What follows belongs to an exercise in optimizing a design on an open flow for small area, a short achievable clock period and few clock cycles per item; a production flow would make more cautious choices. At most, simulation tests tie the RTL to the original design; equivalence was not proved. Power and IR drop assume default switching activity.

// barrier_basket_payoff
module barrier_basket_payoff (
  input  wire          clk_i,
  input  wire          rst_ni,
  input  wire          cfg_we_i,
  input  wire  [1:0]   cfg_idx_i,
  input  wire  [15:0]  cfg_data_i,
  input  wire          s_axis_tvalid,
  output logic         s_axis_tready,
  input  wire  [127:0] s_axis_tdata,
  input  wire          s_axis_tuser,
  input  wire          s_axis_tlast,
  output logic         m_axis_tvalid,
  input  wire          m_axis_tready,
  output logic [31:0]  m_axis_tdata,
  output logic         m_axis_tuser
);
  logic [15:0] strike_q;
  logic [9:0]  em1_q;      
  logic        ez_q;       
  logic [4:0]  acount_q;
  logic [10:0] cfg_t;
  assign cfg_t = cfg_data_i[10:0];
  always_ff @(posedge clk_i or negedge rst_ni) begin
    if (!rst_ni) begin
      strike_q <= 16'd0;
      em1_q    <= 10'd0;
      ez_q     <= 1'b0;
      acount_q <= 5'd1;
    end else if (cfg_we_i) begin
      case (cfg_idx_i)
        2'd0: strike_q <= cfg_data_i;
        2'd1: begin
          ez_q  <= (cfg_t == 11'd0);
          em1_q <= cfg_t[10] ? 10'h3FF : (cfg_t[9:0] - 10'd1);
        end
        2'd2: acount_q <= cfg_data_i[4:0];
        default: ;
      endcase
    end
  end
  logic        tready_q;
  logic [3:0]  ph_q;
  logic        pv_q;
  logic [3:0]  pa_q;
  logic [79:0] pd_q;
  logic [1:0]  pend_q;
  logic        out_v_q;
  logic        res_v_q;
  logic [3:0]  in_asset;
  logic [9:0]  in_step;
  logic        in_take, in_used, in_samp, in_load, in_ok, in_fin, in_res;
  logic        wr, out_free, res_out;
  logic        pv_n;
  logic [1:0]  pend_n;
  assign in_asset = s_axis_tdata[3:0];
  assign in_step  = s_axis_tdata[13:4];
  assign in_take  = s_axis_tvalid & tready_q;
  assign in_used  = ({1'b0, in_asset} < acount_q);
  assign in_samp  = in_take & s_axis_tuser & in_used;
  assign in_load  = in_take & ~s_axis_tuser;
  assign in_ok    = ~ez_q & (in_step <= em1_q);
  ...
Settings: LEC_CHECK=0, ABC_AREA=1, CAP_MARGIN=20, CORE_MARGIN=2, CORE_UTILIZATION=55, CTS_CLUSTER_DIAMETER=60, CTS_CLUSTER_SIZE=30, SETUP_SLACK_MARGIN=5, SLEW_MARGIN=20, TNS_END_PERCENT=100; clock period 8.5 ns.
standard.sh (not shown) runs the stock make flow with config.mk's settings and CLKGATE_MAP_FILE= SYNTH_SCRIPT=/design/flow/synth_recipe.tcl, a recipe that flattens the netlist after the stock synthesis.
==> flow/flow/run.sh <==
#!/bin/bash
set -euo pipefail
bash standard.sh "BUFFER_PORTS_ARGS=-buffer_cell sky130_fd_sc_hd__buf_2" \
  SETUP_SLACK_MARGIN=5.2 finish > std_flow.log 2>&1
Testbench counts at the start, summed over its fixed seeds: cycles 15,480, items 320.
Edit:
ABC_AREA = not set   (was 1)
The new run ran to the end with no violations.
Clock-buffer cell count came out higher by 4.
Routed wire length came out lower by about 9%.
Synthesized area came out lower by about 4%.
Total power came out lower by 1.3%.
Worst setup slack loses 150 ps.
Edit:
==> flow/flow/run.sh (replaced) <==
#!/bin/bash
set -euo pipefail
bash standard.sh "BUFFER_PORTS_ARGS=-buffer_cell sky130_fd_sc_hd__buf_2" \
  SETUP_SLACK_MARGIN=5.5 finish > std_flow.log 2>&1
ABC_AREA = 1   (was not set)
Effect: The changed run ran to the end with no violations; design area came out higher by about 4.7%; via count came out higher by 15%; area after synthesis came out higher by about 4.3%; clock skew came out lower by 3.3 ps; clock power came out higher by about 0.9%; power came out higher by 2.2%; synthesized cell count came out higher by 26%.
Edit:
==> flow/flow/run.sh (replaced) <==
#!/bin/bash
set -euo pipefail
bash standard.sh "BUFFER_PORTS_ARGS=-buffer_cell sky130_fd_sc_hd__buf_2" \
  SETUP_SLACK_MARGIN=5.35 finish > std_flow.log 2>&1
Clock skew goes down by 3.4 ps.
Global-route usage goes down by 0.33 points.
Sequential power barely changes.
Clock power is about the same.
Die area does not change.


barrier_basket_payoff, a different RTL version from the one above (not shown whole).
For scale: about 6900 cells after synthesis, roughly 1900 flip-flops, ~70000 sq um of cells after synthesis.
==> flow/config.mk <==
export PLATFORM = sky130hd
export DESIGN_NAME = barrier_basket_payoff
export DESIGN_NICKNAME = barrier_basket_payoff
export VERILOG_FILES = /design/flow/design.v
export SDC_FILE = /design/flow/constraint.sdc
export NUM_CORES = 4
export LEC_CHECK = 0
export ABC_AREA = 1
export CAP_MARGIN = 20
export CORE_MARGIN = 2
export CORE_UTILIZATION = 55
export CTS_CLUSTER_DIAMETER = 60
export CTS_CLUSTER_SIZE = 30
export SETUP_SLACK_MARGIN = 5
export SLEW_MARGIN = 20
export TNS_END_PERCENT = 100
==> flow/constraint.sdc <==
create_clock -name core_clock -period 8.5 [get_ports {clk_i}]
set_input_delay 1.7000 -clock core_clock [delete_from_list [all_inputs] [get_ports {clk_i}]]
set_output_delay 1.7000 -clock core_clock [all_outputs]
set_load 0.01 [all_outputs]
==> flow/flow/run.sh <==
#!/bin/bash
set -euo pipefail
bash standard.sh "BUFFER_PORTS_ARGS=-buffer_cell sky130_fd_sc_hd__buf_2" \
  SETUP_SLACK_MARGIN=5.4 finish > std_flow.log 2>&1
The baseline completed without violations.
Testbench counts at the start, summed over its fixed seeds: cycles 15,480, items 320.
==> next run, changes <==
==> flow/flow/run.sh (replaced) <==
#!/bin/bash
set -euo pipefail
bash standard.sh "BUFFER_PORTS_ARGS=-buffer_cell sky130_fd_sc_hd__buf_1" \
  SETUP_SLACK_MARGIN=5.45 finish > std_flow.log 2>&1
- CTS_CLUSTER_SIZE: 30 -> 45
The changed run completed with no timing, DRC or antenna violations.
Routed wire length came out higher by 1.8%.
Worst hold slack degrades by 3.2 ps.
Die area does not change.
Setup slack is better by 90 ps.
==> next run, changes <==
==> flow/flow/run.sh (replaced) <==
#!/bin/bash
set -euo pipefail
bash standard.sh "BUFFER_PORTS_ARGS=-buffer_cell sky130_fd_sc_hd__buf_1" \
  SETUP_SLACK_MARGIN=5.35 finish > std_flow.log 2>&1
- CTS_CLUSTER_SIZE: 45 -> 40
Effect: Hold slack gains 13 ps. Critical path depth drops by 7. Final area drops by 0.99%. Synthesized cell count stays the same. Core utilization drops by 0.62 points. Sequential share of layout area climbs by 0.50 points. Non-clock buffer count drops by 49. Final cell count drops by 0.55%. Total power stays flat.


Another version of the RTL of barrier_basket_payoff (not shown whole).
Size in the first run: about 5500 cells after synthesis, ~67000 µm² of cells after synthesis.
clock: 8.5 ns
lec_check: 0
cap_margin: 20
core_margin: 2
core_utilization: 55
setup_slack_margin: 5
slew_margin: 20
tns_end_percent: 100
==> flow/flow/run.sh <==
#!/bin/bash
set -euo pipefail
bash standard.sh "BUFFER_PORTS_ARGS=-buffer_cell sky130_fd_sc_hd__buf_2" \
  SETUP_SLACK_MARGIN=5.4 finish > std_flow.log 2>&1
The baseline produced a clean layout.
==> next run, changes <==
==> flow/run.sh (new file) <==
#!/bin/bash
# synth_recipe.tcl (not shown) runs the flow's synth.tcl, then flattens the netlist and writes it again
# the make line also repeats each setting of config.mk as NAME=value (left out here)
make -C /OpenROAD-flow-scripts/flow DESIGN_CONFIG=/design/flow/config.mk WORK_HOME=/design/flow/orfs CLKGATE_MAP_FILE= SYNTH_SCRIPT=/design/flow/synth_recipe.tcl finish
removed: flow/flow/run.sh
removed: flow/standard.sh
After rerunning: Flip-flop and latch count does not change; utilization goes down by 1.2 points; count of clock-buffer cells in the layout came out lower by 13; hold slack is worse by 0.010 ns; global-route usage goes down by 1.3 points.
No functional check of the RTL was part of any run of this note.

## separate check: timing with driven ports
The flow's constraints put no driver on any port. The routed layouts listed below were extracted and timed again, unchanged, in two steps.
Step 1 (the two cells are an assumption about what drives the block):
set clk [get_ports {clk_i}]
set_driving_cell -lib_cell sky130_fd_sc_hd__clkbuf_16 $clk
set_driving_cell -lib_cell sky130_fd_sc_hd__buf_2 [delete_from_list [all_inputs] $clk]
Step 2 adds t to the input delays and takes it off the output delays; t is the mean of the earliest and latest rising clock arrival at the registers after step 1. Input paths then give back, and output paths get back, about the clock's delay inside the block.
Slacks: no drivers / after step 1 / after step 2; pairs: no drivers / after step 1.
| run | shift t [ns] | setup slack, ns | worst setup path after step 2 | worst data-port slew with drivers (ns) |
|---|---|---|---|---|
| the first run of note 1 | 0.835 | 5.267 / 5.185 / 4.909 | input to register | 0.14 |
| the second run of note 1 | 0.822 | 5.118 / 5.118 / 4.737 | input to register | 0.10 |
| the third run of note 1 | 0.830 | 5.279 / 5.198 / 4.948 | input to register | 0.06 |
| the fourth run of note 1 | 0.833 | 5.270 / 5.186 / 4.863 | input to register | 0.06 |
| the first run of note 2 | 0.817 | 5.342 / 5.342 / 5.022 | input to register | 0.09 |
| the second run of note 2 | 0.838 | 5.432 / 5.393 / 4.821 | input to register | 0.09 |
| the third run of note 2 | 0.842 | 5.396 / 5.379 / 4.844 | input to register | 0.07 |
| the first run of note 3 | 0.880 | 5.055 / 4.992 / 4.789 | input to register | 0.14 |
| the second run of note 3 | 0.869 | 4.989 / 4.975 / 4.402 | input to register | 0.14 |
After both steps every run listed still meets setup and hold. For the second run of note 2, which loses most, drivers alone change the setup slack by -0.039 ns; drivers and shift together by -0.611 ns.
